This design comes from an exercise in tuning for small area on the open sky130 flow, not from production work.
At most, simulation tests tie the RTL to the original design; equivalence was not proved.
The RTL of runs 5 and 6 was laid out without a check of its function.
No activity file was given, so power comes from the tool's default toggle rates.

==> design.v <==
module cmd_desc_writer #(
  parameter int unsigned WIDTH = 32
) (
  input  logic                  clk,
  input  logic                  resetn,
  input  logic                  start,
  input  logic                  abort,
  input  logic [31:0]           header_in,
  input  logic [31:0]           base_addr,
  input  logic [WIDTH*13-1:0]   reg_snapshot,
  input  logic                  wr_ready,
  output logic                  wr_valid,
  output logic [31:0]           wr_addr,
  output logic [WIDTH-1:0]      wr_data,
  output logic                  wr_last,
  output logic                  busy,
  output logic                  done,
  output logic                  aborted,
  output logic [5:0]            beat_cnt
);
  localparam int unsigned NREGS  = 13;
  localparam int unsigned SNAP_W = WIDTH * NREGS;
  typedef enum logic [1:0] {S_IDLE, S_HDR, S_PAYLOAD, S_DONE} state_e;
  state_e              state_q, state_d;
  logic [30:0]         mask_q, mask_d;         
  logic [SNAP_W-1:0]   snap_q, snap_d;
  logic [31:0]         wr_addr_q, wr_addr_d;
  logic [WIDTH-1:0]    wr_data_q, wr_data_d;
  logic                wr_valid_q, wr_valid_d;
  logic                wr_last_q, wr_last_d;
  logic                busy_q, busy_d;
  logic                done_q, done_d;
  logic                aborted_q, aborted_d;
  logic [5:0]          beat_cnt_q, beat_cnt_d;
  logic                hs;
  logic [30:0]         mask_clr;
  function automatic logic [4:0] low_bit(input logic [30:0] m);
    logic [4:0] r;
    r = 5'd0;
    for (int i = 30; i >= 0; i--) begin
      if (m[i]) r = 5'(i + 1);
    end
    low_bit = r;
  endfunction
  function automatic logic [WIDTH-1:0] map_word(input logic [4:0] b,
                                                input logic [SNAP_W-1:0] s);
    logic [WIDTH-1:0] w;
    w = '0;
    case (b)
      5'd2:    w = s[WIDTH*0  +: WIDTH];
      5'd3:    w = s[WIDTH*1  +: WIDTH];
      5'd4:    w = s[WIDTH*2  +: WIDTH];
      5'd6:    w = s[WIDTH*3  +: WIDTH];
      5'd8:    w = s[WIDTH*4  +: WIDTH];
      5'd10:   w = s[WIDTH*5  +: WIDTH];
      5'd11:   w = s[WIDTH*6  +: WIDTH];
      5'd12:   w = s[WIDTH*7  +: WIDTH];
      5'd14:   w = s[WIDTH*8  +: WIDTH];
      5'd19:   w = s[WIDTH*9  +: WIDTH];
      5'd20:   w = s[WIDTH*10 +: WIDTH];
      5'd21:   w = s[WIDTH*11 +: WIDTH];
      5'd30:   w = s[WIDTH*12 +: WIDTH];
      default: w = '0;
    endcase
    map_word = w;
  endfunction
  assign hs       = wr_valid_q & wr_ready;
  assign mask_clr = mask_q & (mask_q - 31'd1);
  always_comb begin
    state_d    = state_q;
    mask_d     = mask_q;
    snap_d     = snap_q;
    wr_addr_d  = wr_addr_q;
    wr_data_d  = wr_data_q;
    wr_valid_d = wr_valid_q;
    wr_last_d  = wr_last_q;
    busy_d     = busy_q;
    beat_cnt_d = beat_cnt_q;
    done_d     = 1'b0;
    aborted_d  = 1'b0;
    case (state_q)
      S_IDLE: begin
        if (start) begin
          state_d    = S_HDR;
          mask_d     = header_in[31:1];
          snap_d     = reg_snapshot;
          wr_addr_d  = {base_addr[31:2], 2'b00};
          wr_data_d  = WIDTH'(header_in);
          wr_valid_d = 1'b1;
          wr_last_d  = (header_in[31:1] == 31'd0);
          busy_d     = 1'b1;
          beat_cnt_d = 6'd0;
        end
      end
      S_HDR: begin
        if (hs) begin
          beat_cnt_d = beat_cnt_q + 6'd1;
          wr_addr_d  = wr_addr_q + 32'd4;
          if (mask_q != 31'd0) begin
            state_d   = S_PAYLOAD;
            wr_data_d = map_word(low_bit(mask_q), snap_q);
            wr_last_d = (mask_clr == 31'd0);
          end else begin
            state_d    = S_DONE;
            wr_valid_d = 1'b0;
            wr_last_d  = 1'b0;
            done_d     = 1'b1;
          end
        end
      end
      S_PAYLOAD: begin
        if (hs) begin
          beat_cnt_d = beat_cnt_q + 6'd1;
          wr_addr_d  = wr_addr_q + 32'd4;
          mask_d     = mask_clr;
          if (mask_clr != 31'd0) begin
            wr_data_d = map_word(low_bit(mask_clr), snap_q);
            wr_last_d = ((mask_clr & (mask_clr - 31'd1)) == 31'd0);
          end else begin
            state_d    = S_DONE;
            wr_valid_d = 1'b0;
            wr_last_d  = 1'b0;
            done_d     = 1'b1;
          end
        end
      end
      S_DONE: begin
        state_d = S_IDLE;
        busy_d  = 1'b0;
      end
      default: state_d = S_IDLE;
    endcase
    if (abort && (state_q != S_IDLE)) begin
      state_d    = S_IDLE;
      wr_valid_d = 1'b0;
      wr_last_d  = 1'b0;
      busy_d     = 1'b0;
      done_d     = 1'b0;
      aborted_d  = 1'b1;
    end
  end
  always_ff @(posedge clk or negedge resetn) begin
    if (!resetn) begin
      state_q    <= S_IDLE;
      mask_q     <= '0;
      snap_q     <= '0;
      wr_addr_q  <= '0;
      wr_data_q  <= '0;
      wr_valid_q <= 1'b0;
      wr_last_q  <= 1'b0;
      busy_q     <= 1'b0;
      done_q     <= 1'b0;
      aborted_q  <= 1'b0;
      beat_cnt_q <= '0;
    end else begin
      state_q    <= state_d;
      mask_q     <= mask_d;
      snap_q     <= snap_d;
      wr_addr_q  <= wr_addr_d;
      wr_data_q  <= wr_data_d;
      wr_valid_q <= wr_valid_d;
      wr_last_q  <= wr_last_d;
      busy_q     <= busy_d;
      done_q     <= done_d;
      aborted_q  <= aborted_d;
      beat_cnt_q <= beat_cnt_d;
    end
  end
  assign wr_valid = wr_valid_q;
  assign wr_addr  = wr_addr_q;
  assign wr_data  = wr_data_q;
  assign wr_last  = wr_last_q;
  assign busy     = busy_q;
  assign done     = done_q;
  assign aborted  = aborted_q;
  assign beat_cnt = beat_cnt_q;
endmodule
==> run.sh <==
#!/bin/bash
# synth_recipe.tcl (not shown) runs the flow's synth.tcl, then flattens the netlist and writes it again
# the make line also repeats each setting of config.mk as NAME=value (left out here)
make -C /OpenROAD-flow-scripts/flow DESIGN_CONFIG=/design/flow/config.mk WORK_HOME=/design/flow/orfs CLKGATE_MAP_FILE= SYNTH_SCRIPT=/design/flow/synth_recipe.tcl finish
==> config.mk <==
export PLATFORM = sky130hd
export DESIGN_NAME = cmd_desc_writer
export DESIGN_NICKNAME = cmd_desc_writer
export VERILOG_FILES = /design/flow/design.v
export SDC_FILE = /design/flow/constraint.sdc
export NUM_CORES = 4
export LEC_CHECK = 0
export CAP_MARGIN = 20
export CORE_MARGIN = 2
export CORE_UTILIZATION = 40
export SLEW_MARGIN = 20
==> constraint.sdc <==
create_clock -name core_clock -period 6.0 [get_ports {clk}]
set_input_delay 1.2000 -clock core_clock [delete_from_list [all_inputs] [get_ports {clk}]]
set_output_delay 1.2000 -clock core_clock [all_outputs]
set_load 0.01 [all_outputs]
==> summary.md, run 1 <==
The flow ran to the end and the layout has no timing, DRC or antenna violations. After detailed routing, the total wire length is 133,000 µm. Routability-driven placement finished with a final weighted congestion of 1.013. Port buffering added 555 buffers. The number of clock buffers added by TritonCTS is 59. The worst slew margin relative to its limit is 0.2589. The logs give 0.03581 mm² for the standard cell area after detailed placement and 0.07161 mm² for the placeable core region. The area share of the largest cell type after synthesis came out at 0.4512.

The start-to-end type of the worst setup path was register to register. Number of detailed-routing iterations run before antenna repair: 7. The number of hold-slack violations in the final timing report was 0.

Power comes to 22,180 µW. The tools report the portion of total power attributed to the clock network as 0.170. The run gives 9878 µW as the switching power of the nets. The endpoint required time on the critical path is 6.61 ns, and the total I/O pin count is 560. The total via count after detailed routing is 27,180.

The count of synthesis-stage warnings from yosys was 1; the net total in the final layout was 3,673. The initial antenna violation count came out at 29. The number of library cell types mapped by synthesis was 97.

Nature of the critical path startpoint: a register. The number of nets still failing antenna checks after routing was 0. Once the clock tree was built, the setup fixing pass inserted 0 buffers. The per-cell routed wire length was 31.67 µm; the share of synthesized registers carrying an async set or reset was 1.000. Die outline width: 273.0 µm. Summing every instance area after synthesis gives 0.02895 mm². TritonCTS built the clock tree.

The initial standard-cell utilization of the core came out at 0.4043. Worst vdd rail ir drop: 308.3 µV. After synthesis, the cell types taking the most area are sky130_fd_sc_hd__dfrtp_1 (45%), sky130_fd_sc_hd__mux2_2 (17%), sky130_fd_sc_hd__mux2i_1 (2.7%), sky130_fd_sc_hd__nand2_1 (2.6%), sky130_fd_sc_hd__a22o_1 (2.1%).

Clock tree synthesis selected as its root buffer the cell sky130_fd_sc_hd__clkbuf_16. The logs give 2 for the number of H-tree levels and 2,691 for the gate count after technology mapping. The tools report the finished layout cell area as 0.03791 mm². The clock arrives with 0.06785 ns of skew.

The share of layout cells above drive strength 1 is 0.2173, and the setup TNS is 0 ns. Part of the power in combinational logic: 0.496. The max-capacitance violation count was 0; the filler cell count was 6,337. The run gives 0.67 ns as the clock latency at the later pin of the worst-skew pair. The post-CTS resize count is 0. The commonest cells after synthesis are sky130_fd_sc_hd__dfrtp_1 (522), sky130_fd_sc_hd__mux2_2 (428), sky130_fd_sc_hd__nand2_1 (201).

Setup repair after global routing left no endpoint under its margin. The area growth from synthesis to layout is 30.96%. The global-route congestion overflow total is 0.

The longest clock path from root to sink contains 3 buffers. Cell row count: 98. The logs give 0 for the hold buffer count at CTS and 188,300 µm for the first-pass GRT wire length. The clock-pin slew reported for the worst setup and hold paths after clock tree synthesis was 0.07 ns; the count of pins over their slew limit was 0. In the post-synthesis netlist, the cell with the most instances is sky130_fd_sc_hd__dfrtp_1. Mean area per synthesized cell: 10.76 µm².

The run gives 0.333 as the portion of total power attributed to sequential cells. Largest driver fanout on the critical path: 19. For the fmax, the log shows 190.7 MHz. The actual transition at the worst max-transition pin was 1.108 ns.

The leakage power figure is 0.01512 µW. CTS saw 522 sinks. The detailed router finished its first iteration with 3,688 violations.

Category of the worst setup path capture point: a register. The tools report the worst endpoint data arrival time as 5.85 ns. The post-synthesis sequential area ratio came out at 0.4512. The total routing usage reported by global routing was 0.3454; the pin count of the biggest net entering global routing was 158.

The most used flip-flop cell after synthesis is sky130_fd_sc_hd__dfrtp_1. Counting flops with a built-in enable in the synthesized netlist gives 0. The fraction of power spent switching nets was 0.4453. The floorplan step defined a die boundary enclosing 0.07454 mm².

On the final layout, the worst hold slack is 0.5142 ns. The ratio of final minimum period to clock period is 0.8738, and the synthesis-stage register bit count is 522. Setup violations remaining at the end of the flow were counted as 0. Average vias per placed instance: 6.469. The minimum clock period is 5.243 ns, and the half-perimeter wire length of the detailed placement result is 95,400 µm. Dividing total power by cell area gives a power density of 585.2 mW/mm². In this run the vertical extent of the chip is 273.0 µm. Internal power comes to 12,310 µW.

Cell type contributing the most total cell area after synthesis: sky130_fd_sc_hd__dfrtp_1. The run gives 26,800 as the number of global-route vias before repair. The class of the worst hold path was register to register.

The post-route DRC violation count is 0.
[worst max-delay path: stages, from the launching register on]
cell,delay (ns)
sky130_fd_sc_hd__dfrtp_1,0.60
sky130_fd_sc_hd__or4_4,0.75
sky130_fd_sc_hd__o31a_1,0.40
sky130_fd_sc_hd__o41ai_4,0.40
sky130_fd_sc_hd__buf_4,0.22
sky130_fd_sc_hd__and2_1,0.19
sky130_fd_sc_hd__nor2b_1,0.52
sky130_fd_sc_hd__nand2_1,0.19
sky130_fd_sc_hd__nor2_4,0.84
sky130_fd_sc_hd__a222oi_1,0.46
sky130_fd_sc_hd__buf_4,0.24
sky130_fd_sc_hd__o211a_1,0.10
sky130_fd_sc_hd__a31oi_1,0.17
sky130_fd_sc_hd__a21o_1,0.13
[logic make-up after synthesis]
kind of cell,share of synthesized area
fa+ha+maj,0.004063
mux,0.1931
xor+xnor,0.001210
other cells,0.0001295
buf+inv,0.03881
compound gates,0.2112
simple gates,0.1003
flops,0.4512
[worst paths after layout]
path                             start       endpoint  slack [ns]  cells past startpoint
min                        snap_q[164]    snap_q[164]        0.51                      1
min reg2reg                snap_q[164]    snap_q[164]        0.51                      1
max                          mask_q[4]  wr_data_q[18]        0.76                     13
min in group asynchronous       resetn     snap_q[67]        0.55                      1
max in group asynchronous       resetn     snap_q[19]        4.05                      2
max reg2reg                  mask_q[4]  wr_data_q[18]        0.76                     13
[area by class of cell]
cell class / count / area [µm²] / share of cell area
Inverter: 39 / 146.4 / 0.003861
Antenna cell: 25 / 62.56 / 0.001650
Tap cell: 950 / 1189 / 0.03135
Multi-Input combinational cell: 1908 / 14970 / 0.3949
Clock inverter: 21 / 304.0 / 0.008020
Timing Repair Buffer: 651 / 6454 / 0.1702
Clock buffer: 85 / 1724 / 0.04548
Sequential cell: 522 / 13060 / 0.3445
[sequential cells by signal (all words and copies together) (netlist names)]
name        flops
wr_data_q      32
aborted_q       1
beat_cnt_q      6
wr_valid_q      1
mask_q         31
snap_q        416
state_q         2
wr_addr_q      30
done_q          1
busy_q          1
wr_last_q       1
[metrics by stage]
step	std cells	utilization	setup slack, ns
detailed placement	4068	0.5001	1.005
finish	4201	0.5294	0.7571
global route	4196	0.5293	0.8167
CTS	4174	0.5284	0.9942
global placement	4068	0.5001	0.9982
floorplan	2692	-	2.160
[metal layers]
metal,track usage,part of all wire,vias up
met4,0.1569,0.041,14
met3,0.07987,0.11,334
met1,0.4631,0.40,13640
met5,0,0.00087,-
met2,0.5314,0.45,1800
li1,-,-,11390
[power by group through the flow]
stage                     clock network, µW  logic (µW)  registers, µW
final                                  3780       11000           7390
after global routing                   3980       11600           7550
after CTS                              3830       10800           7270
after detailed placement                  0       10700           7320
after global placement                    0       10600           7250
after floorplan                           0        6870           6460
[layout by cell type, fill, tap and decap left out, types with 30 or more instances in the layout]
master,netlist,final
sky130_fd_sc_hd__a21oi_1,104,102
sky130_fd_sc_hd__a221o_1,46,46
sky130_fd_sc_hd__a221oi_1,32,32
sky130_fd_sc_hd__a222oi_1,48,48
sky130_fd_sc_hd__a22o_1,69,69
sky130_fd_sc_hd__a22oi_1,80,80
sky130_fd_sc_hd__and3_1,34,33
sky130_fd_sc_hd__buf_4,12,81
sky130_fd_sc_hd__clkbuf_16,0,59
sky130_fd_sc_hd__clkdlybuf4s50_1,0,554
sky130_fd_sc_hd__dfrtp_1,522,522
sky130_fd_sc_hd__inv_1,39,39
sky130_fd_sc_hd__mux2_2,428,428
sky130_fd_sc_hd__mux2i_1,77,77
sky130_fd_sc_hd__nand2_1,201,199
sky130_fd_sc_hd__nand3_1,52,52
sky130_fd_sc_hd__nor2_1,121,115
sky130_fd_sc_hd__nor3_1,31,30
sky130_fd_sc_hd__o21ai_0,110,109
sky130_fd_sc_hd__o31ai_1,38,37
==> inputs of run 2 (changes only) <==
==> design.v (replaced) <==
module cmd_desc_writer #(
  parameter int unsigned WIDTH = 32
) (
  input  logic                  clk,
  input  logic                  resetn,
  input  logic                  start,
  input  logic                  abort,
  input  logic [31:0]           header_in,
  input  logic [31:0]           base_addr,
  input  logic [WIDTH*13-1:0]   reg_snapshot,
  input  logic                  wr_ready,
  output logic                  wr_valid,
  output logic [31:0]           wr_addr,
  output logic [WIDTH-1:0]      wr_data,
  output logic                  wr_last,
  output logic                  busy,
  output logic                  done,
  output logic                  aborted,
  output logic [5:0]            beat_cnt
);
  localparam int unsigned NREGS  = 13;
  localparam int unsigned SNAP_W = WIDTH * NREGS;
  function automatic int midx(input int k);
    case (k)
      0: midx = 1;   1: midx = 2;   2: midx = 3;   3: midx = 5;
      4: midx = 7;   5: midx = 9;   6: midx = 10;  7: midx = 11;
      8: midx = 13;  9: midx = 18;  10: midx = 19; 11: midx = 20;
      default: midx = 29;
    endcase
  endfunction
  logic              valid_q, done_q, aborted_q;
  logic [5:0]        cnt_q;
  logic              hdr_q;                   
  logic [30:0]       mask_q;                  
  logic              h0_q;                    
  logic [29:0]       base_q;
  logic [SNAP_W-1:0] snap_q;
  logic              busy_w, acc, hs, ab, last;
  logic [30:0]       below;                   
  logic [30:0]       mask_nx;                 
  logic [WIDTH-1:0]  pay;
  assign busy_w = valid_q | done_q;
  assign acc    = start & ~busy_w;
  assign hs     = valid_q & wr_ready;
  assign ab     = abort & busy_w;
  always_comb begin
    below[0] = 1'b0;
    for (int i = 1; i < 31; i++) below[i] = below[i-1] | mask_q[i-1];
  end
  assign mask_nx = mask_q & below;
  assign last    = hdr_q ? (mask_q == 31'd0) : (mask_nx == 31'd0);
  always_comb begin
    pay = '0;
    for (int k = 0; k < NREGS; k++)
      if (mask_q[midx(k)] & ~below[midx(k)]) pay = pay | snap_q[WIDTH*k +: WIDTH];
  end
  always_ff @(posedge clk or negedge resetn) begin
    if (!resetn) begin
      valid_q   <= 1'b0;
      done_q    <= 1'b0;
      aborted_q <= 1'b0;
      cnt_q     <= '0;
    end else begin
      valid_q   <= acc | (valid_q & ~ab & ~(hs & last));
      done_q    <= hs & last & ~abort;
      aborted_q <= ab;
      if (acc)     cnt_q <= '0;
      else if (hs) cnt_q <= cnt_q + 6'd1;
    end
  end
  always_ff @(posedge clk) begin
    if (acc) begin
      hdr_q  <= 1'b1;
      mask_q <= header_in[31:1];
      h0_q   <= header_in[0];
      base_q <= base_addr[31:2];
      snap_q <= reg_snapshot;
    end else if (hs) begin
      hdr_q  <= 1'b0;
      if (!hdr_q) mask_q <= mask_nx;
    end
  end
  assign wr_valid = valid_q;
  assign wr_addr  = {base_q + 30'(cnt_q), 2'b00};
  assign wr_data  = hdr_q ? WIDTH'({mask_q, h0_q}) : pay;
  assign wr_last  = last;
  assign busy     = busy_w;
  assign done     = done_q;
  assign aborted  = aborted_q;
  assign beat_cnt = cnt_q;
endmodule
==> flow/run.sh (new file) <==
#!/bin/bash
# Standard layout, with the port buffers made from the smallest buffer cell.
export BUFFER_PORTS_ARGS="-buffer_cell sky130_fd_sc_hd__buf_1"
bash standard.sh > standard.log 2>&1
==> standard.sh (new file) <==
#!/bin/bash
# synth_recipe.tcl (not shown) runs the flow's synth.tcl, then flattens the netlist and writes it again
# the make line also repeats each setting of config.mk as NAME=value (left out here)
make -C /OpenROAD-flow-scripts/flow DESIGN_CONFIG=/design/flow/config.mk WORK_HOME=/design/flow/orfs CLKGATE_MAP_FILE= SYNTH_SCRIPT=/design/flow/synth_recipe.tcl "${@:-finish}"
removed: run.sh
==> run 2 against run 1 <==
Against the previous run:
- still clean on timing, DRC and antenna
- count of clock-buffer cells in the layout decreased by 15
- power decreased by 63%
- utilization down 2.5 points
- hold slack improved by 0.031 ns
- fmax down 3.9%
- design area shrank 38%
- die area fell by 34%
- synthesized cell count down 58%
- first-iteration DRC count shrank 70%
- register-to-register slack improved by 1.9 ns
- clock power down about 20%
- largest cell class is now flip-flops and latches
==> summary.md, run 2 <==
For the initial antenna violation count, the log shows 11. For the final RePlAce weighted congestion, the log shows 0.8601. The fraction of power spent switching nets was 0.2506; the minimum clock period was 5.458 ns.

The tools report the total wirelength of the detailed-routed design as 58,240 µm. For the number of nets still failing antenna checks after routing, the log shows 0. Summed over all layers, the global routing overflow is 0.

The area share of the largest cell type after synthesis is 0.7565, and the post-synthesis sequential area ratio is 0.7694. The first-pass GRT wire length is 84,100 µm. The total buffers and inverters traversed by the critical path is 2, and the portion of total power attributed to sequential cells is 0.517.

Setup slack on the worst reg-to-reg path comes out at 2.69 ns. Of all nets on the critical path, the largest fanout is 20. The run gives 0.5423 ns as the final worst slack. The ratio of final minimum period to clock period came out at 0.9096.

After clock tree synthesis, the flow added hold-fix buffers numbering 0. The switching power of the nets is 2058 µW, and the mean area per synthesized cell is 16.99 µm². The tools report the portion of total power attributed to the clock network as 0.368. The placement-stage worst setup slack came out at 1.144 ns.

In the final layout, the registers with the most flip-flops are snap_q x416, mask_q x31, base_q x30. In this run the clock root is driven by a sky130_fd_sc_hd__clkbuf_16. The final layout contains 2,189 nets.

For the placeable core region, the log shows 0.04665 mm². Counting instances in the post-synthesis netlist gives the leading cell types as sky130_fd_sc_hd__edfxtp_1 (478), sky130_fd_sc_hd__a221o_1 (93), sky130_fd_sc_hd__nand2_1 (80). The critical path is of the register to output pin type. The tightest min-delay check is of the input pin to asynchronous set/reset pin type. The number of H-tree levels was 2; the total via count after detailed routing was 12,920. Counting tap cells, the placed design contains a total of 2,248 instances. Count of pins over their slew limit: 0. The library cell used most frequently in the layout, excluding fill and tap cells, is sky130_fd_sc_hd__buf_1. Yosys mapped the design onto 65 distinct sky130hd cell types. Post-CTS timing repair inserted 0 buffers for setup. The internal portion of the total power is 6153 µW.

Most numerous cell in the Yosys netlist: sky130_fd_sc_hd__edfxtp_1. The critical path goes through or4_4 > nor3_4 > nand4_2 > nor3_2 > and2_2 > buf_4 > a22oi_1 > a32oi_1 > buf_1. The worst-case hold slack was 0.5450 ns. TritonCTS built the clock tree. The count of flip-flops with a built-in enable after synthesis is 478. The run gives 52 as the number of buffers inserted during clock tree synthesis. By area the synthesized netlist is led by sky130_fd_sc_hd__edfxtp_1 (76%), sky130_fd_sc_hd__a221o_1 (4.9%), sky130_fd_sc_hd__a222oi_1 (1.6%), sky130_fd_sc_hd__nand2_1 (1.6%), sky130_fd_sc_hd__a221oi_1 (1.4%). The run finished with no timing, DRC or antenna violations. The total power divided by cell area was 348.8 mW/mm². Setup repair after global routing left no endpoint under its margin. For the worst-skew pair, the clock arrives at the later sink with an insertion delay of 0.59 ns. Actual transition at the worst max-transition pin: 1.071 ns.

In the layout the commonest cells are sky130_fd_sc_hd__buf_1 (555), sky130_fd_sc_hd__edfxtp_1 (478), sky130_fd_sc_hd__a221o_1 (93), sky130_fd_sc_hd__nand2_1 (80), sky130_fd_sc_hd__clkbuf_16 (53). On the critical path the largest part of the delay comes from simple AND/OR/NAND/NOR gates. Share of layout cells above drive strength 1: 0.07361. Across the VDD grid, the largest voltage drop is 238.2 µV. The initial standard-cell utilization of the core is 0.4067. STA classifies the critical path endpoint as an output pin. The largest register by flop count is snap_q.

The post-route DRC violation count was 0. For this run, the top clock speed supported by timing is 183.2 MHz. Max-cap violations in this run came to 0.

The final setup violation count is 0, and the stage delay of the slowest cell on the critical path is 0.67 ns. The first detailed-routing pass ran for 27 iterations. The cell type contributing the most total cell area after synthesis was sky130_fd_sc_hd__edfxtp_1. The worst-case clock buffer depth was 3; the total routing usage reported by global routing was 0.2328. The die outline width is 221.8 µm, and the share of the core filled with cells in the final layout is 0.5046.

The worst setup path is launched from a register. Number of hold-slack violations in the final timing report: 0. The most used flip-flop cell after synthesis was sky130_fd_sc_hd__edfxtp_1. The setup TNS is 0 ns, and the synthesis-to-finish area growth is 24.08%.

After clock tree synthesis, the clock-pin slew on the worst setup and hold paths is 0.06 ns. Height of the chip: 221.8 µm. For the final database, setup skew stands at 0.01074 ns. The logs give 13,300 for the number of global-route vias before repair and 1 for the count of synthesis-stage warnings from yosys. The register with the most flip-flops in the layout has 416 of them. The slowest stage cell on the critical path is sky130_fd_sc_hd__or4_4. First-iteration detailed-routing DRC count: 1,102.

The worst endpoint data arrival time is 4.26 ns. In this run the static leakage power is 0.007661 µW. The endpoint required time on the critical path was 4.80 ns. The cell row count was 79.

The per-cell routed wire length is 24.70 µm. The synthesis-stage register bit count came out at 488. The tree built by TritonCTS fans out to 488 sinks. Synthesis produced a netlist whose cell count is 1,117. The tools report the total I/O pin count as 560.

The share of synthesized registers carrying an async set or reset was 0.01844. Count of port buffers added during placement: 555. Leaving out filler cells and counting taps, the final layout contains 2,358. The tools report the pin count of the biggest net entering global routing as 138. The floorplan step defined a die boundary enclosing 0.04920 mm². After detailed routing, the number of vias per cell comes to 5.479. The post-CTS resize count was 0; the part of the power in combinational logic was 0.115.

The tools report the synthesized cell area as 0.01897 mm². After legalization and detailed placement, the total HPWL measured 42,570 µm. The run gives 0.2839 as the worst slew margin relative to its limit.
[run 2: cell types whose count changed after synthesis, sizes merged, moves of 68 or more]
cell	change
mux2	-428
a22o	-68
dfrtp	-513
o21ai	-93
mux2i	-77
edfxtp	+478
a21oi	-97
clkbuf	-98
nor2	-94
nand2	-123
[run 2: metal layers]
metal / GRT usage / part of all wire / vias to the layer above / wire length (µm)
met1: 0.2900 / 0.39 / 6373 / 22500
met3: 0.04837 / 0.081 / 84 / 4724
li1: - / - / 5859 / -
met5: 0 / 0.00022 / - / 13
met4: 0.09241 / 0.028 / 2 / 1628
met2: 0.3982 / 0.50 / 602 / 29370
[run 2: power by group through the flow]
stage	sequential (µW)	clock [µW]	combinational, µW
6_report	4250	3020	942
5_1_grt	4270	3210	1030
4_1_cts	4250	3090	944
3_5_place_dp	4310	0	939
3_3_place_gp	4300	0	927
2_1_floorplan	4270	0	540
[run 2: final timing paths]
kind,from,end,cells past startpoint
min in group core_clock,cnt_q[5],cnt_q[5],2
max in group asynchronous,resetn,cnt_q[5],1
max reg2reg,valid_q,mask_q[28],6
min reg2reg,cnt_q[5],cnt_q[5],2
min,resetn,aborted_q,1
max,mask_q[0],wr_data[9],9
[run 2: logic make-up after synthesis]
group,Yosys count,share of synthesized area
xor gates and xnor gates,32,0.01477
AOI/OAI and AO/OA,291,0.1337
other,1,0.0001976
adders and majority gates,10,0.006726
and+or+nand+nor,191,0.05157
buffers and inverters,104,0.02361
DFF,488,0.7694
[run 2: final cells by class]
class,instances,area [µm²]
Timing Repair Buffer,587,2394
Clock buffer,70,1390
Tap cell,607,759.5
Fill cell,4062,23110
Multi-Input combinational cell,526,4006
Antenna cell,12,30.03
Sequential cell,488,14600
Inverter,41,161.4
Clock inverter,27,198.9
[run 2: through the flow]
step | power [µW] | area (µm²)
finish | 8211 | 23540
global route | 8510 | 23540
CTS | 8277 | 23490
detailed placement | 5254 | 21900
global placement | 5231 | 21900
floorplan | 4814 | 18980
[run 2: worst reg2reg max path, delay by kind of cell, from the launching register on]
family	cells	cell delay, ns
buffers and inverters	2	1.59
AND/OR/NAND/NOR	3	1.01
flip-flops	1	0.44
AO/OA/AOI/OAI	1	0.10
==> inputs of run 3 (changes only) <==
==> flow/run.sh (replaced) <==
#!/bin/bash
# Standard layout, with the port buffers made from the smallest buffer cell
# and a clock tree built from small clock buffers without dummy loads.
export BUFFER_PORTS_ARGS="-buffer_cell sky130_fd_sc_hd__buf_1"
export CTS_ARGS="-sink_clustering_enable -repair_clock_nets -dont_use_dummy_load -buf_list {sky130_fd_sc_hd__clkbuf_4 sky130_fd_sc_hd__clkbuf_8}"
bash standard.sh > standard.log 2>&1
--- a/config.mk
+++ b/config.mk
@@ -7,5 +7,5 @@
 export LEC_CHECK = 0
 export CAP_MARGIN = 20
 export CORE_MARGIN = 2
-export CORE_UTILIZATION = 40
+export CORE_UTILIZATION = 60
 export SLEW_MARGIN = 20
==> run 3 against run 2 <==
Against the previous run:
- still clean on timing, DRC and antenna
- register-to-register slack lost 0.11 ns
- global-route usage grew 9.0 points
- sequential cell count is the same
- die area shrank 33%
- clock power down 25%
- power shrank 9.6%
- critical path depth shrank 1
- non-clock buffer count decreased by 7
- synthesized cell count is the same
- clock skew rose by 0.043 ns
- critical path type unchanged
- largest power group unchanged
==> summary.md, run 3 <==
The first-iteration detailed-routing DRC count is 1,322. The run gives 1.186 ns as the placement-stage worst setup slack. The endpoint required time on the critical path came out at 4.80 ns.

The flow ran to the end and the layout has no timing, DRC or antenna violations. The start-to-end type of the worst setup path was register to output pin. Input and output buffers added on the ports amount to 555.

The minimum clock period works out to 5.468 ns. For this run, the leading register cell type out of synthesis is sky130_fd_sc_hd__edfxtp_1. The share of the core filled with cells in the final layout is 0.7243. In this run the remaining antenna-violating nets after routing total 0.

IR analysis of the VDD net gives a maximum drop of 249.8 µV. The post-synthesis mux area share works out to 0. For this run, design rule violations remaining after detail routing come to 0. The count of pins over their slew limit is 0. The number of hold-slack violations in the final timing report is 0. Number of flip-flops under the largest register name: 416. The max-capacitance violation count is 0. The tools report the worst reg2reg path startpoint as valid_q. The initial antenna violation count was 27; the average vias per placed instance was 6.121. In the final layout, the registers with the most flip-flops are snap_q x416, mask_q x31, base_q x30. The area fraction in compound gates after synthesis came out at 0.1337. The category of the worst setup path capture point was an output pin. The total overflow left after global routing is 0.

Setup repair after global routing left no endpoint under its margin. Buffer count from post-CTS setup fixing: 0. After clock tree synthesis, the clock-pin slew on the worst setup and hold paths is 0.06 ns. The share of synthesized registers carrying an async set or reset works out to 0.01844. The synthesized-area fraction occupied by and/or/nand/nor cells was 0.05157; the filler cell count was 2,099.

After synthesis, the netlist uses 65 different library cells. Net total in the final layout: 2,207. For this design the static power due to leakage is 0.007397 µW. The final setup violation count is 0. By count the netlist is led by sky130_fd_sc_hd__edfxtp_1 (478), sky130_fd_sc_hd__a221o_1 (93), sky130_fd_sc_hd__nand2_1 (80). The die outline width was 181.8 µm; the fmax was 182.9 MHz. Data on the critical path arrives at its endpoint at 4.27 ns. Parity-gate share of the synthesized area counting xor and xnor cells: 0.01477.

In this run the standard cell core region covers 0.03131 mm². The tools report the worst slew margin relative to its limit as 0.2855. Largest register by flop count: snap_q.

The logs give 0.7694 for the post-synthesis sequential area ratio and 6 for the number of detailed-routing iterations run before antenna repair. Along the worst path, the maximum fanout reaches 31. The run gives 0.3228 as the total routing usage reported by global routing.

The tightest min-delay check is of the input pin to asynchronous set/reset pin type. After legalization and detailed placement, the total HPWL measured 39,070 µm. The library cell used most frequently in the layout, excluding fill and tap cells, is sky130_fd_sc_hd__buf_1.

After routing the design area is 0.02268 mm². After routing, the total negative slack on setup checks comes to 0 ns. The cell at the root of the clock tree was sky130_fd_sc_hd__clkbuf_8. The cell row count is 65.

The number of buffers inserted during clock tree synthesis is 77. The clock latency at the later pin of the worst-skew pair is 0.61 ns, and the synthesis-stage register bit count is 488. Buffers inserted to repair hold after CTS numbered 0.

The area share of the largest cell type after synthesis was 0.7565; the gate count after technology mapping was 1,117. Summing every instance area after synthesis gives 0.01897 mm². The actual transition at the worst max-transition pin is 1.072 ns. After synthesis, the largest family of logic cells by area is compound AO/OA/AOI/OAI gates.

For the final worst slack, the log shows 0.5320 ns. The H-tree was split into 3 levels. In this run the power density over the cells is 327.2 mW/mm².

The post-synthesis adder-cell area fraction is 0.006726, and the pin count of the biggest net entering global routing is 163. Share of layout cells above drive strength 1: 0.07535. Dividing the synthesized area by the synthesized cell count gives 16.99 µm².

Routability-driven placement finished with a final weighted congestion of 0.8450. Summed over all instances, the cell type with the most area after synthesis is sky130_fd_sc_hd__edfxtp_1. Across all layers, the routed design uses 13,090 vias. The logs give 0.02156 mm² for the standard cell area after detailed placement and 13,050 for the number of global-route vias before repair. Post-CTS repair changed the size of 0 cells. The first global-routing pass estimated 77,500 µm of wire. Dividing the detail-routed wire length by the instance count gives 25.44 µm. For this design the top-level I/O count stands at 560. For the clock sink total, the log shows 488. In the layout the commonest cells are sky130_fd_sc_hd__buf_1 (555), sky130_fd_sc_hd__edfxtp_1 (478), sky130_fd_sc_hd__a221o_1 (93), sky130_fd_sc_hd__nand2_1 (80), sky130_fd_sc_hd__clkbuf_8 (77).

The die is 181.8 µm tall. The area enclosed by the die boundary was 0.03306 mm²; the count of flip-flops with a built-in enable after synthesis was 478. Summed over all layers, the routed wires come to 54,420 µm.

Sorting the synthesized cells by area gives the leading types as sky130_fd_sc_hd__edfxtp_1 (76%), sky130_fd_sc_hd__a221o_1 (4.9%), sky130_fd_sc_hd__a222oi_1 (1.6%), sky130_fd_sc_hd__nand2_1 (1.6%), sky130_fd_sc_hd__a221oi_1 (1.4%). The clock passes through at most 3 buffers. The ratio of final minimum period to clock period is 0.9113.

Relative to the synthesized area, the layout overhead comes to 19.53%. The initial standard-cell utilization of the core was 0.6060. STA classifies the critical path startpoint as a register.

The most numerous cell in the Yosys netlist was sky130_fd_sc_hd__edfxtp_1. For the count of synthesis-stage warnings from yosys, the log shows 1. TritonCTS built the clock tree. The critical path starts at mask_q[0]. For the final database, setup skew stands at 0.05358 ns.
-- run 3: report_power, final --
| group | internal (µW) | total, µW | switching, µW |
|---|---|---|---|
| logic | 341 | 925 | 584 |
| registers | 4090 | 4240 | 149 |
| clock network | 1130 | 2260 | 1130 |
| total | 5560 | 7420 | 1860 |
-- run 3: layer usage --
metal	track usage	up-vias	routed length, µm	part of all wire
li1	-	5849	-	-
met1	0.3808	6380	19400	0.36
met2	0.5428	721	26940	0.50
met3	0.1003	140	5686	0.10
met4	0.1551	2	2373	0.044
met5	0	-	13	0.00024
-- run 3: cell type report --
class                      count  area [µm²]  area share
tap                          402       503.0     0.02218
timing repair buffer         580        2283      0.1007
clock buffer                  77        1060     0.04673
multi-input combinational    526        4006      0.1767
antenna                       25       62.56    0.002758
sequential                   488       14600      0.6439
inverter                      41       161.4    0.007117
-- run 3: metrics by stage --
| step | hold WS (ns) | power [µW] | std cells |
|---|---|---|---|
| after detailed placement | 0.5916 | 5219 | 2037 |
| final | 0.5845 | 7420 | 2139 |
| after floorplan | 0.5901 | 4814 | 1118 |
| after global placement | 0.5825 | 5189 | 2037 |
| after CTS | 0.5421 | 7454 | 2114 |
| after global routing | 0.5946 | 7690 | 2132 |
-- run 3: path summary, 6_finish.rpt --
check,cells after the start,slack [ns],end
setup reg to reg,5,2.58,mask_q[4]
max in group asynchronous,1,5.03,cnt_q[2]
hold / removal,1,0.58,valid_q
min in group core_clock,2,0.60,cnt_q[5]
hold reg to reg,2,0.60,cnt_q[5]
setup / recovery,8,0.53,wr_data[16]
-- run 3: kinds of logic (layout without fill, tap and decap cells) --
family                     count (synthesis)  in the layout
xor gates and xnor gates                  32             32
buffers and inverters                    104            698
adders and majority gates                 10             10
AOI/OAI and AO/OA                        291            291
and+or+nand+nor                          191            191
DFF                                      488            488
other                                      1             27
-- run 3: worst max-delay path, stage by stage, from the launching register on --
cell	delay [ns]
sky130_fd_sc_hd__edfxtp_1	0.54
sky130_fd_sc_hd__or4_4	0.66
sky130_fd_sc_hd__nor3_4	0.41
sky130_fd_sc_hd__nand4_2	0.26
sky130_fd_sc_hd__nor3_2	0.26
sky130_fd_sc_hd__and2_2	0.77
sky130_fd_sc_hd__a22oi_1	0.22
sky130_fd_sc_hd__a32oi_1	0.26
sky130_fd_sc_hd__buf_1	0.28
==> inputs of run 4 (changes only) <==
==> run.sh (new file) <==
#!/bin/bash
# synth_recipe.tcl (not shown) runs the flow's synth.tcl, then flattens the netlist and writes it again
# the make line also repeats each setting of config.mk as NAME=value (left out here)
make -C /OpenROAD-flow-scripts/flow DESIGN_CONFIG=/design/flow/config.mk WORK_HOME=/design/flow/orfs CLKGATE_MAP_FILE= SYNTH_SCRIPT=/design/flow/synth_recipe.tcl finish
--- a/config.mk
+++ b/config.mk
@@ -7,5 +7,5 @@
 export LEC_CHECK = 0
 export CAP_MARGIN = 20
 export CORE_MARGIN = 2
-export CORE_UTILIZATION = 60
+export CORE_UTILIZATION = 40
 export SLEW_MARGIN = 20
removed: flow/run.sh
removed: standard.sh
==> run 4 against run 3 <==
Against the previous run:
- still clean
- via count is 1.9% lower
- sequential cell count stayed put
- design area is 19% higher
- count of clock-buffer cells in the layout is 4 lower
- worst setup slack worse by 0.15 ns
- global-route usage is 8.0 points lower
- clock skew is 0.042 ns lower
- critical path type unchanged
==> summary.md, run 4 <==
For this run the aggregate overflow at the end of global routing stands at 0. The count of pins over their slew limit is 0, and the met2 global-route usage is 0.4280. The register with the most flip-flops in the layout has 416 of them.

In the post-synthesis netlist, the cell with the most instances is sky130_fd_sc_hd__edfxtp_1. The commonest cells after synthesis are sky130_fd_sc_hd__edfxtp_1 (478), sky130_fd_sc_hd__a221o_1 (93), sky130_fd_sc_hd__nand2_1 (80). The flow ran to the end and the layout has no timing, DRC or antenna violations.

Setup violations remaining at the end of the flow were counted as 0. The top cell types in the final layout, fill and taps aside, are sky130_fd_sc_hd__clkdlybuf4s50_1 (555), sky130_fd_sc_hd__edfxtp_1 (478), sky130_fd_sc_hd__a221o_1 (93), sky130_fd_sc_hd__nand2_1 (80), sky130_fd_sc_hd__clkbuf_16 (53). After detailed routing, the number of remaining DRC violations is 0. The total area inside the core boundary comes to 0.04665 mm². The tools report the worst reg2reg path startpoint as valid_q.

The slowest stage cell on the critical path was sky130_fd_sc_hd__or4_4. For the pin with the worst max-slew slack, the measured transition is 1.053 ns. The most critical setup path has its endpoint at wr_data[18]. The tools report the number of global-route vias before repair as 13,240.

snap_q holds more flip-flops than any other register. The tools report the gate count after technology mapping as 1,117. After routing the design area is 0.02698 mm². Leaving out fill and tap cells, the most frequent cell in the layout is sky130_fd_sc_hd__clkdlybuf4s50_1. In this run the static leakage power is 0.009167 µW.

The largest registers in the layout are snap_q x416, mask_q x31, base_q x30. The start-to-end type of the worst setup path is register to output pin. Hold repair after CTS inserted 0 buffers. The largest driver fanout on the critical path works out to 11.

The total routing usage reported by global routing came out at 0.2424. At the worst endpoint, the arrival time is 4.42 ns. The run gives 2045 µW as the switching power of the nets. The net count of the finished layout is 2,187. The worst setup path startpoint is mask_q[1]. The logs give 19 for the initial antenna violation count and 2 for the number of H-tree levels.

The post-CTS resize count was 0. TritonCTS built the clock tree. The die is 221.8 µm wide.

The internal portion of the total power is 6472 µW. The initial standard-cell utilization of the core came out at 0.4067. The pin count of the biggest net entering global routing was 123. At the end of routability-driven placement, the weighted congestion stood at 0.8615. After synthesis, the cell types taking the most area are sky130_fd_sc_hd__edfxtp_1 (76%), sky130_fd_sc_hd__a221o_1 (4.9%), sky130_fd_sc_hd__a222oi_1 (1.6%), sky130_fd_sc_hd__nand2_1 (1.6%), sky130_fd_sc_hd__a221oi_1 (1.4%). The standard cell area after detailed placement was 0.02537 mm²; the buffer count from post-CTS setup fixing was 0.

The class of the worst hold path is register to register. Setup repair after global routing left no endpoint under its margin. Portion of total power attributed to sequential cells: 0.498.

Depth of the most critical reg-to-reg path: 4. The clock reaches the later pin of the worst-skew pair after 0.58 ns. Measured along the y axis, the die boundary spans 221.8 µm. The tools report the nature of the critical path startpoint as a register. Walking the worst path, the cells encountered are or4_4 > nor3_4 > nand4_2 > nor3_2 > and2_2 > a22oi_1 > a32oi_1 > clkdlybuf4s50_1. Total wirelength of the detailed-routed design: 60,770 µm.

The detailed router placed 12,840 vias in this run. The fmax was 178.0 MHz. Data on the critical path is required at its endpoint by 4.80 ns. The synthesis-to-finish area growth came out at 42.20%. Area share of the largest cell type after synthesis: 0.7565. Clock-pin slew was measured on the worst setup and hold paths at 0.06 ns.

The number of clock buffers added by TritonCTS is 53. The number of detailed-routing iterations run before antenna repair was 18. For the half-perimeter wire length of the detailed placement result, the log shows 45,520 µm.

The synthesized design spends more area on one cell type than any other, namely sky130_fd_sc_hd__edfxtp_1. The number of nets still failing antenna checks after routing was 0. For the post-synthesis sequential area ratio, the log shows 0.7694. The most heavily used metal layer in global routing is met2. The per-cell routed wire length came out at 25.83 µm. The logs give 0.01897 mm² for the synthesized cell area and 65 for the number of library cell types mapped by synthesis. The max-capacitance violation count came out at 0.

The tools report the count of synthesis-stage warnings from yosys as 1. The synthesis-stage register bit count is 488. The cell row count came out at 79. The largest single stage delay on the critical path is 0.66 ns. The run gives 0 as the number of hold-slack violations in the final timing report. For the global routing usage on met3, the log shows 0.07116. The worst clock skew is 0.01132 ns, and the fraction of power spent switching nets is 0.2401. The worst-case hold slack is 0.5924 ns, and the filler cell count is 3,714. Clock sink total: 488. Dividing the detail-routed via count by the number of cells gives 5.456. The setup TNS was 0 ns. STA classifies the critical path endpoint as an output pin. In this run the power density over the cells is 315.7 mW/mm².

The share of synthesized registers carrying an async set or reset is 0.01844. The synthesized design contains 478 enable-type register cells. The end of the worst register-to-register path is snap_q[33]. After synthesis, the mean cell area works out to 16.99 µm². For the global-route met1 utilization, the log shows 0.2838. Cell at the root of the clock tree: sky130_fd_sc_hd__clkbuf_16. For the part of the power in combinational logic, the log shows 0.147. Count of port buffers added during placement: 555.

The ratio of final minimum period to clock period came out at 0.9363. The most used flip-flop cell after synthesis is sky130_fd_sc_hd__edfxtp_1. In this run the most critical hold path is launched from done_q. The detailed router finished its first iteration with 1,198 violations.

Pin placement for this block handled 560 I/O pins. The clock passes through at most 3 buffers. The die covers 0.04920 mm². VDD sags by at most 204.0 µV. For the slack of the worst reg-to-reg path, the log shows 2.75 ns. The share of layout cells above drive strength 1 was 0.07266; the first-pass GRT wire length was 86,810 µm. Counting I/O delays and the setup requirement, the final critical path takes 5.618 ns.

Worst slew margin relative to its limit: 0.2962. The run gives 0.355 as the portion of total power attributed to the clock network.
## run 4: cell type report
type                       count  area [µm²]  share of cell area
sequential                   488       14600              0.5412
timing repair buffer         584        5836              0.2163
multi-input combinational    526        4008              0.1485
clock buffer                  73        1451             0.05379
tap                          607       759.5             0.02815
inverter                      41       161.4            0.005982
clock inverter                22       132.6            0.004916
antenna                       12       30.03            0.001113
## run 4: kinds of logic after synthesis
kind of cell    count (synthesis)  share of synthesized area
other cells                     1                  0.0001976
fa+ha+maj                      10                   0.006726
flops                         488                     0.7694
simple gates                  191                    0.05157
xor+xnor                       32                    0.01477
compound gates                291                     0.1337
buf+inv                       104                    0.02361
## run 4: through the flow
stage / setup WS (ns) / std cells / util / power [µW]
floorplan: 0.9302 / 1118 / - / 4814
global placement: 0.9955 / 2246 / 0.5437 / 5554
detailed placement: 0.9783 / 2246 / 0.5437 / 5576
CTS: 0.3338 / 2341 / 0.5777 / 8595
global route: 0.1425 / 2350 / 0.5781 / 8822
finish: 0.3822 / 2353 / 0.5783 / 8517
## run 4: worst min path at each step
stage               cells past startpoint  slack [ns]        end
floorplan                               2        0.59   cnt_q[5]
global placement                        2        0.56  aborted_q
detailed placement                      2        0.59  aborted_q
CTS                                     2        0.60  aborted_q
global route                            2        0.62  aborted_q
finish                                  2        0.59  aborted_q
## run 4: layer usage
layer,part of all wire,up-vias,wire length (µm)
met5,0.0014,-,83
met3,0.089,96,5403
met1,0.37,6352,22340
li1,-,5850,-
met2,0.52,526,31560
met4,0.023,14,1383
## run 4: critical path: cells and delay by family (launching register included)
| family | cells | cell delay (ns) |
|---|---|---|
| flops | 1 | 0.55 |
| compound gates | 2 | 0.60 |
| buf+inv | 1 | 0.64 |
| simple gates | 5 | 2.02 |
## run 4: power groups by stage
| stage | sequential (µW) | clock [µW] | combinational (µW) |
|---|---|---|---|
| after detailed placement | 4310 | 0 | 1260 |
| after floorplan | 4270 | 0 | 540 |
| after global placement | 4300 | 0 | 1250 |
| after CTS | 4240 | 3080 | 1270 |
| after global routing | 4270 | 3210 | 1340 |
| final | 4240 | 3020 | 1250 |
==> inputs of run 5 (changes only) <==
--- a/design.v
+++ b/design.v
@@ -39,6 +39,10 @@
   logic [30:0]       below;                   
   logic [30:0]       mask_nx;                 
   logic [WIDTH-1:0]  pay;
+  logic [29:0]       addr;                    
+  logic [30:0]       ac;
+  logic [5:0]        cnt_inc;                 
+  logic [6:0]        ic;
   assign busy_w = valid_q | done_q;
   assign acc    = start & ~busy_w;
   assign hs     = valid_q & wr_ready;
@@ -52,7 +56,23 @@
   always_comb begin
     pay = '0;
     for (int k = 0; k < NREGS; k++)
-      if (mask_q[midx(k)] & ~below[midx(k)]) pay = pay | snap_q[WIDTH*k +: WIDTH];
+      pay = pay | ({WIDTH{mask_q[midx(k)] & ~below[midx(k)] & ~hdr_q}} & snap_q[WIDTH*k +: WIDTH]);
+  end
+  always_comb begin
+    ac[0] = 1'b0;
+    for (int i = 0; i < 6; i++) begin
+      addr[i]  = base_q[i] ^ cnt_q[i] ^ ac[i];
+      ac[i+1]  = (base_q[i] & cnt_q[i]) | (ac[i] & (base_q[i] ^ cnt_q[i]));
+    end
+    for (int i = 6; i < 30; i++) begin
+      addr[i]  = base_q[i] ^ ac[i];
+      ac[i+1]  = base_q[i] & ac[i];
+    end
+    ic[0] = 1'b1;
+    for (int i = 0; i < 6; i++) begin
+      cnt_inc[i] = cnt_q[i] ^ ic[i];
+      ic[i+1]    = cnt_q[i] & ic[i];
+    end
   end
   always_ff @(posedge clk or negedge resetn) begin
     if (!resetn) begin
@@ -65,7 +85,7 @@
       done_q    <= hs & last & ~abort;
       aborted_q <= ab;
       if (acc)     cnt_q <= '0;
-      else if (hs) cnt_q <= cnt_q + 6'd1;
+      else if (hs) cnt_q <= cnt_inc;
     end
   end
   always_ff @(posedge clk) begin
@@ -81,8 +101,8 @@
     end
   end
   assign wr_valid = valid_q;
-  assign wr_addr  = {base_q + 30'(cnt_q), 2'b00};
-  assign wr_data  = hdr_q ? WIDTH'({mask_q, h0_q}) : pay;
+  assign wr_addr  = {addr, 2'b00};
+  assign wr_data  = ({WIDTH{hdr_q}} & WIDTH'({mask_q, h0_q})) | pay;
   assign wr_last  = last;
   assign busy     = busy_w;
   assign done     = done_q;
==> flow/run.sh (new file) <==
#!/bin/bash
# Standard layout, with the port buffers made from the smallest buffer cell
# and a clock tree built from large sink clusters without dummy loads.
export BUFFER_PORTS_ARGS="-buffer_cell sky130_fd_sc_hd__buf_1"
export CTS_ARGS="-sink_clustering_enable -repair_clock_nets -dont_use_dummy_load -sink_clustering_size 20 -sink_clustering_max_diameter 60 -buf_list {sky130_fd_sc_hd__clkbuf_4 sky130_fd_sc_hd__clkbuf_8}"
bash standard.sh > standard.log 2>&1
==> standard.sh (new file) <==
#!/bin/bash
# synth_recipe.tcl (not shown) runs the flow's synth.tcl, then flattens the netlist and writes it again
# the make line also repeats each setting of config.mk as NAME=value (left out here)
make -C /OpenROAD-flow-scripts/flow DESIGN_CONFIG=/design/flow/config.mk WORK_HOME=/design/flow/orfs CLKGATE_MAP_FILE= SYNTH_SCRIPT=/design/flow/synth_recipe.tcl "${@:-finish}"
--- a/config.mk
+++ b/config.mk
@@ -7,5 +7,5 @@
 export LEC_CHECK = 0
 export CAP_MARGIN = 20
 export CORE_MARGIN = 2
-export CORE_UTILIZATION = 40
+export CORE_UTILIZATION = 60
 export SLEW_MARGIN = 20
removed: run.sh
==> run 5 against run 4 <==
Against the previous run:
- the layout now fails its checks (negative setup slack)
- fmax down 29%
- register-to-register slack worse by 0.21 ns
- clock power down about 50%
- count of clock-buffer cells in the layout down 37
- combinational power down 14%
- final cell count down 13%
- clock skew up 0.040 ns
- wire length down 15%
- sequential share of layout area up 12 points
- sequential power up 3%
- via count down 2.5%
==> summary.md, run 5 <==
The number of hold-slack violations in the final timing report is 0. The post-synthesis adder-cell area fraction is 0.02432. Category of the worst setup path capture point: an output pin. The share of layout cells above drive strength 1 was 0.08592; the mean area per synthesized cell was 17.02 µm². Wire segments on met2 add up to 26,310 µm in the final route. For the worst slew margin relative to its limit, the log shows 0.3139.

The worst hold path terminates at aborted_q. Counting instances in the post-synthesis netlist gives the leading cell types as sky130_fd_sc_hd__edfxtp_1 (478), sky130_fd_sc_hd__nand2_1 (148), sky130_fd_sc_hd__a222oi_1 (92). The final layout contains routed wiring with a total length of 51,530 µm.

Input and output buffers added on the ports amount to 555. Entering global routing, the biggest net connects 162 pins. After clock tree synthesis, the flow added hold-fix buffers numbering 0.

The logs give 12,350 for the number of global-route vias before repair and 0.02209 mm² for the finished layout cell area. The initial antenna violation count was 15. The checks that failed: negative setup slack. The worst register-to-register path begins at mask_q[0].

The number of nets still failing antenna checks after routing was 0. The critical path is of the register to output pin type. In this run the register-to-register setup slack is 2.54 ns. The dominant combinational cell family by area after synthesis is compound AO/OA/AOI/OAI gates. In this run the critical register-to-register path is captured at valid_q. The global-route congestion overflow total came out at 0. snap_q holds more flip-flops than any other register. The worst vdd rail ir drop was 231.0 µV; the clock sink total was 488. The share of synthesized registers carrying an async set or reset works out to 0.01844. Area fraction in compound gates after synthesis: 0.09236. The most used flip-flop cell after synthesis is sky130_fd_sc_hd__edfxtp_1. For the post-route DRC violation count, the log shows 0. Signal routing reaches up to met5. The die is 179.7 µm tall.

By area the synthesized netlist is led by sky130_fd_sc_hd__edfxtp_1 (78%), sky130_fd_sc_hd__a222oi_1 (5.0%), sky130_fd_sc_hd__nand2_1 (3.0%), sky130_fd_sc_hd__ha_1 (1.9%), sky130_fd_sc_hd__a221oi_1 (1.5%). Placement-stage worst setup slack: -1.514 ns. After detailed routing, the number of vias per cell comes to 6.098. Dividing total power by cell area gives a power density of 315.2 mW/mm². The post-synthesis mux area share works out to 0.001824.

The synthesis-to-finish area growth works out to 19.32%. At the end of routability-driven placement, the weighted congestion stood at 0.8521. Dividing the detail-routed wire length by the instance count gives 25.11 µm. Among all cell types in the netlist, the one instantiated most often is sky130_fd_sc_hd__edfxtp_1.

The stage delay of the slowest cell on the critical path is 0.39 ns, and the final setup violation count is 13. The tightest hold path in the finished design has a slack of 0.5666 ns. After detailed routing, the met3 layer carries 5086 µm of wire. In this run the count of I/O pins placed on the die edge is 560. The area share of the largest cell type after synthesis works out to 0.7751. In this run, distinct cell masters in the synthesized netlist total 57. The net count of the finished layout is 2,161. The run gives 0 as the count of pins over their slew limit.

The die is 179.7 µm wide. TritonCTS built the clock tree. The class of the worst hold path was register to register.

The final worst slack was -1.885 ns; the fmax was 126.8 MHz. The tools report the final non-filler cell total as 2,052. The library cells used most frequently in the layout, excluding fill and tap cells, are sky130_fd_sc_hd__buf_1 (541), sky130_fd_sc_hd__edfxtp_1 (478), sky130_fd_sc_hd__nand2_1 (148), sky130_fd_sc_hd__a222oi_1 (92), sky130_fd_sc_hd__nand3_1 (47). The largest registers in the layout are snap_q x416, mask_q x31, base_q x30.

The cell count after synthesis came out at 1,088. For the met1 routed wirelength after detailed routing, the log shows 18,340 µm. The tools report the placeable core region as 0.03051 mm². The run gives 0.3149 as the total routing usage reported by global routing. The worst register-to-register path has a depth of 7.

The cell at the root of the clock tree is sky130_fd_sc_hd__clkbuf_8. Across the run, the number of max-cap violations was 0. The synthesis-stage register bit count is 488. The register with the most flip-flops in the layout has 416 of them. The initial standard-cell utilization of the core was 0.6070. Data arrives at the worst endpoint at 6.68 ns. The post-synthesis sequential area ratio is 0.7884, and the number of buffers inserted during clock tree synthesis is 36. The largest driver fanout on the critical path came out at 1. The run finished, with violations left. Hold path depth: 2.

The worst setup path is launched from a register. For the worst setup path, the data required time is 4.80 ns. The leading cell type in the layout, fill and taps excluded is sky130_fd_sc_hd__buf_1. Setup repair after global routing could not meet its margin everywhere. The placed instances occupy a cell area of 0.02146 mm². After floorplanning, the core was divided into 64 placement rows.

The actual transition at the worst max-transition pin came out at 1.029 ns. The routed layout has 12,510 vias. In this run the deepest clock path goes through 3 buffers.

Synthesized-area fraction occupied by and/or/nand/nor cells: 0.07520. The clock-pin slew reported for the worst setup and hold paths after clock tree synthesis was 0.07 ns; the minimum clock period was 7.885 ns. The slowest stage cell on the critical path was sky130_fd_sc_hd__edfxtp_1. For the worst-skew pair, the clock arrives at the later sink with an insertion delay of 0.57 ns. The tools report the total placed cells including tap cells as 2,000.

The count of synthesis-stage warnings from yosys is 1, and the synthesized cell area is 0.01852 mm². The analysis attributes to cell leakage a power of 0.006974 µW. The ratio of final minimum period to clock period works out to 1.314. Before antenna repair, the detailed router went through 9 iterations. The tools report the worst clock skew as 0.05130 ns. The first routing iteration left 1,692 violations.

The count of flip-flops with a built-in enable after synthesis came out at 478. The cell type with the highest occurrence count on the critical path is sky130_fd_sc_hd__ha_4. The number of H-tree levels is 2.

The logs give 75,420 µm for the first-pass GRT wire length and 0.03228 mm² for the area enclosed by the die boundary. The worst hold path begins at done_q. The wire-length estimate of the detail-placed layout is 37,620 µm. Parity-gate share of the synthesized area counting xor and xnor cells: 0.001419. Cell type contributing the most total cell area after synthesis: sky130_fd_sc_hd__edfxtp_1.
-- run 5: changes by cell type after synthesis, sizes merged, moves of 7 or more --
| cell | before | now |
|---|---|---|
| a221o | 93 | 2 |
| nand2 | 80 | 148 |
| a222oi | 31 | 92 |
| inv | 40 | 5 |
| nand3 | 14 | 48 |
| a22oi | 33 | 2 |
| a32oi | 30 | 1 |
| ha | 7 | 28 |
| nand4 | 11 | 29 |
| xnor2 | 17 | 0 |
| nor2 | 29 | 13 |
| xor2 | 15 | 3 |
| clkbuf | 54 | 63 |
| and3 | 11 | 4 |
-- run 5: critical path: cells and delay by family, from the launching register on --
kind / cells / cell delay (ns)
buf+inv: 1 / 0.13
flops: 1 / 0.39
fa+ha+maj: 29 / 5.48
xor+xnor: 1 / 0.13
-- run 5: routing by layer --
metal,track usage,up-vias
met1,0.4031,6059
met3,0.06969,100
met5,0,-
met4,0.1229,2
met2,0.5309,760
li1,-,5592
-- run 5: final cells by class --
class / count / area [µm²]
multi-input cells: 527 / 3995
flip-flops and latches: 488 / 14600
well taps: 396 / 495.5
clock buffers: 36 / 495.5
repair buffers: 585 / 2445
fillers: 2031 / 8414
inverters: 5 / 26.28
diodes: 15 / 37.54
-- run 5: cells by family after synthesis --
kind of cell / Yosys count
flops: 488
simple gates: 290
mux: 3
buf+inv: 74
fa+ha+maj: 33
compound gates: 196
xor+xnor: 3
other cells: 1
-- run 5: per-stage QoR --
step	util	power, µW	TNS, ns
3_5_place_dp	0.7032	5513	-9.441
5_1_grt	0.7240	7245	-15.15
6_report	0.7242	6964	-13.44
3_3_place_gp	0.7032	5477	-8.393
2_1_floorplan	-	5061	-7.326
4_1_cts	0.7230	6992	-13.95
-- run 5: worst max-delay path by stage --
stage | endpoint | slack, ns | depth (start not counted) | startpoint
after floorplan | wr_addr[31] | -1.32 | 30 | cnt_q[0]
after global placement | wr_addr[31] | -1.42 | 31 | base_q[0]
after detailed placement | wr_addr[31] | -1.51 | 31 | base_q[0]
after CTS | wr_addr[31] | -1.92 | 31 | base_q[0]
after global routing | wr_addr[31] | -2.02 | 31 | cnt_q[0]
final | wr_addr[31] | -1.88 | 31 | base_q[0]
-- run 5: timing repair --
item	in CTS	in global routing
endpoints found under the setup margin	15	14
pin swaps	7	0
cloned	0	0
setup buffers	1	0
resized for setup	27	0
-- run 5: power breakdown --
part | total (µW) | internal (µW) | switching, µW | leakage [µW]
registers | 4380 | 4180 | 200 | 0.00462
logic | 1080 | 401 | 678 | 0.00210
clock network | 1500 | 543 | 962 | 0.000259
==> inputs of run 6 (changes only) <==
==> flow/run.sh (replaced) <==
#!/bin/bash
# Standard layout, with the port buffers made from the smallest buffer cell
# and a clock tree built from large sink clusters without dummy loads.
export BUFFER_PORTS_ARGS="-buffer_cell sky130_fd_sc_hd__buf_1"
export CTS_ARGS="-sink_clustering_enable -repair_clock_nets -dont_use_dummy_load -sink_clustering_size 30 -sink_clustering_max_diameter 100 -buf_list {sky130_fd_sc_hd__clkbuf_8 sky130_fd_sc_hd__clkbuf_16}"
bash standard.sh > standard.log 2>&1
==> run 6 against run 5 <==
Against the previous run:
- still fails the layout checks on negative setup slack
- critical endpoint unchanged
- utilization is essentially flat
- count of clock-buffer cells in the layout shrank 16
- die area is the same
- register-to-register slack is essentially flat
- sequential cell count is the same
- largest cell class unchanged
- largest power group unchanged
- hold slack gained 0.0084 ns
- via count shrank 0.33%
==> summary.md, run 6 <==
The minimum clock period is 7.924 ns. Of all nets on the critical path, the largest fanout is 2. The worst-case hold slack was 0.5750 ns.

Cell at the root of the clock tree: sky130_fd_sc_hd__clkbuf_16. Fraction of power spent switching nets: 0.2608. The logs give 12,270 for the number of global-route vias before repair and 0.8521 for the final RePlAce weighted congestion. Pin placement for this block handled 560 I/O pins. Worst slew margin relative to its limit: 0.2992. The initial standard-cell utilization of the core was 0.6070. The post-synthesis sequential area ratio was 0.7884.

The category of the worst setup path capture point is an output pin. The internal power consumption was 5185 µW. The leakage power figure was 0.006962 µW.

Detailed routing inserted a total of 12,470 vias. On the worst path, the slowest cell contributes a delay of 0.40 ns. The die outline width was 179.7 µm. The area enclosed by the die boundary was 0.03228 mm²; the number of detailed-routing iterations run before antenna repair was 7. VDD sags by at most 263.6 µV. TritonCTS built the clock tree. The clock drives 488 sinks. The run gives 0 as the post-route DRC violation count.

Mean area per synthesized cell: 17.02 µm². The largest register by flop count was snap_q. After the flow finishes, the layout carries non-filler instances totaling 2,038. The largest registers in the layout are snap_q x416, mask_q x31, base_q x30. STA puts the critical path data arrival time at 6.72 ns. Leading cell type in the layout, fill and taps excluded: sky130_fd_sc_hd__buf_1.

Detailed routing placed a total of 4970 µm of wire on met3. The share of layout cells above drive strength 1 is 0.07692, and the endpoint required time on the critical path is 4.80 ns. Clock skew on the completed layout was measured at 0.05032 ns. The logs give 0.3139 for the total routing usage reported by global routing and 0 for the hold buffer count at CTS. Yosys instantiated no cell more often than sky130_fd_sc_hd__edfxtp_1.

Setup violations remaining at the end of the flow were counted as 13. The share of the core filled with cells in the final layout came out at 0.7245. After clock tree synthesis, the clock-pin slew on the worst setup and hold paths is 0.12 ns.

The run gives 0 as the global-route congestion overflow total. Most used flip-flop cell after synthesis: sky130_fd_sc_hd__edfxtp_1. For the initial antenna violation count, the log shows 15.

The worst-case clock buffer depth was 3; the ratio of final minimum period to clock period was 1.321. The run gives 2.53 ns as the slack of the worst reg-to-reg path. The height of the chip works out to 179.7 µm. The core region is 0.03051 mm². The capture point of the worst path was wr_addr[31].

The depth of the most critical reg-to-reg path was 7; the total power divided by cell area was 317.3 mW/mm². On the critical path the largest part of the delay comes from adder cells. Area share of the largest cell type after synthesis: 0.7751.

The checks that failed were negative setup slack. Counting buffers and inverters, the worst setup path is 31 cells deep. The gate count after technology mapping was 1,088; the number of H-tree levels was 1. The max-capacitance violation count came out at 0. Sorting the synthesized cells by how often they occur yields sky130_fd_sc_hd__edfxtp_1 (478), sky130_fd_sc_hd__nand2_1 (148), sky130_fd_sc_hd__a222oi_1 (92).

The top cell types in the final layout, fill and taps aside, are sky130_fd_sc_hd__buf_1 (541), sky130_fd_sc_hd__edfxtp_1 (478), sky130_fd_sc_hd__nand2_1 (148), sky130_fd_sc_hd__a222oi_1 (92), sky130_fd_sc_hd__nand3_1 (47). The actual transition at the worst max-transition pin is 1.051 ns. After the first detailed-routing iteration, the DRC count stood at 1,660. Among the stages of the critical path, the cell type that occurs most often is sky130_fd_sc_hd__ha_4. Setup repair after global routing could not meet its margin everywhere. For this design the total switching power over the nets is 1829 µW.

In this run the critical register-to-register path is captured at valid_q. Portion of total power attributed to the clock network: 0.222. In the final routing, the length of wire on met1 measures 18,560 µm. Yosys attributes the largest share of cell area to sky130_fd_sc_hd__edfxtp_1 (78%), sky130_fd_sc_hd__a222oi_1 (5.0%), sky130_fd_sc_hd__nand2_1 (3.0%), sky130_fd_sc_hd__ha_1 (1.9%), sky130_fd_sc_hd__a221oi_1 (1.5%).

Overall power consumption after layout is estimated at 7014 µW. In the routed layout, each cell is associated on average with a via count of 6.120. For the portion of total power attributed to sequential cells, the log shows 0.625. Nature of the critical path startpoint: a register. The logs give 0 for the number of nets still failing antenna checks after routing and 25,990 µm for the detailed-routed wire length on met2. The count of pins over their slew limit was 0. The startpoint identified for the worst register-to-register timing path is mask_q[0].

For the fmax, the log shows 126.2 MHz. In this run the worst setup path begins at cnt_q[0]. The total buffers and inverters traversed by the critical path came out at 1. Timing analysis after detailed placement gives a worst setup slack of -1.514 ns. Port buffering added 555 buffers. After synthesis, the netlist uses 57 different library cells. The floorplan has 64 rows. The run gives 1 as the count of synthesis-stage warnings from yosys. Clock latency at the later pin of the worst-skew pair: 0.54 ns. The first global-routing pass estimated 75,220 µm of wire.

The final worst slack was -1.924 ns; the synthesized cell area was 0.01852 mm². The synthesis-to-finish area growth works out to 19.37%. The tools report the number of hold-slack violations in the final timing report as 0.

Dividing the detail-routed wire length by the instance count gives 25.37 µm. The pin count of the biggest net entering global routing was 162; the half-perimeter wire length of the detailed placement result was 37,620 µm. Synthesis-stage register bit count: 488.

On the critical path, the stage with the largest delay is an instance of sky130_fd_sc_hd__dfrtp_1. The share of synthesized registers carrying an async set or reset came out at 0.01844. The run finished, with violations left. The critical path in this run is classified as register to output pin.

The worst hold path belongs to the class register to register. The number of flip-flops under the largest register name is 416. At the end of the flow, the number of nets in the layout was 2,145. TritonCTS created 20 clock buffers. After detailed routing, no signal wire sits above met5. The synthesized design contains 478 enable-type register cells. Wires add up to 51,700 µm. The run gives 2,000 as the total placed cells including tap cells. The cell type contributing the most total cell area after synthesis was sky130_fd_sc_hd__edfxtp_1. The part of the power in combinational logic was 0.154.
## run 6: cell counts after synthesis
No cell type changed its count.
## run 6: metrics by stage
| stage | instance area (µm²) | setup TNS [ns] |
|---|---|---|
| floorplan | 18840 | -7.326 |
| global placement | 21460 | -8.393 |
| detailed placement | 21460 | -9.441 |
| CTS | 22060 | -14.34 |
| global route | 22100 | -15.71 |
| finish | 22110 | -13.90 |
## run 6: power by group through the flow
stage / Sequential, µW / Clock (µW) / Combinational [µW]
after floorplan: 4420 / 0 / 644
after global placement: 4430 / 0 / 1040
after detailed placement: 4450 / 0 / 1060
after CTS: 4380 / 1570 / 1080
after global routing: 4410 / 1690 / 1180
final: 4380 / 1550 / 1080
## run 6: worst min-delay path by stage
stage	slack (ns)	cells past startpoint	end	startpoint
2_1_floorplan	0.59	2	aborted_q	done_q
3_3_place_gp	0.53	2	aborted_q	done_q
3_5_place_dp	0.55	2	aborted_q	done_q
4_1_cts	0.58	2	aborted_q	done_q
5_1_grt	0.61	2	aborted_q	done_q
6_report	0.57	2	aborted_q	done_q
## run 6: repair_timing
action                                  in CTS  in global routing
endpoints found under the setup margin      15                 14
pin swaps                                    7                  0
resized for setup                           27                  0
setup buffers                                1                  0
## run 6: routing by layer
| metal | up-vias | global-route usage |
|---|---|---|
| met2 | 695 | 0.5301 |
| li1 | 5566 | - |
| met1 | 6106 | 0.4020 |
| met4 | 4 | 0.1265 |
| met3 | 101 | 0.06544 |
| met5 | - | 0 |
## run 6: cell families after synthesis
kind of cell	Yosys count	share of synthesized area
and+or+nand+nor	290	0.07520
DFF	488	0.7884
xor gates and xnor gates	3	0.001419
muxes	3	0.001824
adders and majority gates	33	0.02432
AOI/OAI and AO/OA	196	0.09237
other	1	0.0002025
buffers and inverters	74	0.01628
## run 6: final cells by class
| type | count | area (µm²) |
|---|---|---|
| antenna | 17 | 42.54 |
| clock buffer | 20 | 500.5 |
| fill | 2035 | 8404 |
| inverter | 5 | 26.28 |
| multi-input combinational | 527 | 3995 |
| sequential | 488 | 14600 |
| tap | 396 | 495.5 |
| timing repair buffer | 585 | 2445 |
## run 6: worst register-to-register path, delay by kind of cell, from the launching register on
family | cells | cell delay [ns]
AOI/OAI and AO/OA | 3 | 1.12
DFF | 1 | 0.58
and+or+nand+nor | 4 | 1.67

-- afterwards: timing with drivers on the ports --
In the flow no input, the clock included, has a driving cell. The finished layouts below were timed again as built, in two steps.
Step 1, drivers: a clkbuf_16 drives clk and a buf_2 each remaining input, both assumed.
Step 2 adds t to the input delays and takes it off the output delays; t is the mean of the earliest and latest rising clock arrival at the registers after step 1. Input paths then give back, and output paths get back, about the clock's delay inside the block.
Slacks: ideal / step 1 / step 2; pairs: ideal / step 1.
run	shift t [ns]	slack for setup (ns)	worst setup path at the end	latest minus earliest clock arrival (ns)
run 1	0.703	0.757 / 0.757 / 0.757	register to register	0.068 / 0.068
run 2	0.645	0.542 / 0.483 / 1.129	register to output	0.015 / 0.015
run 3	0.627	0.532 / 0.482 / 1.108	register to output	0.062 / 0.063
run 4	0.637	0.382 / 0.324 / 0.962	register to output	0.016 / 0.015
run 5	0.593	-1.885 / -1.936 / -1.342	register to output	0.059 / 0.059
run 6	0.572	-1.924 / -1.979 / -1.407	register to output	0.058 / 0.057
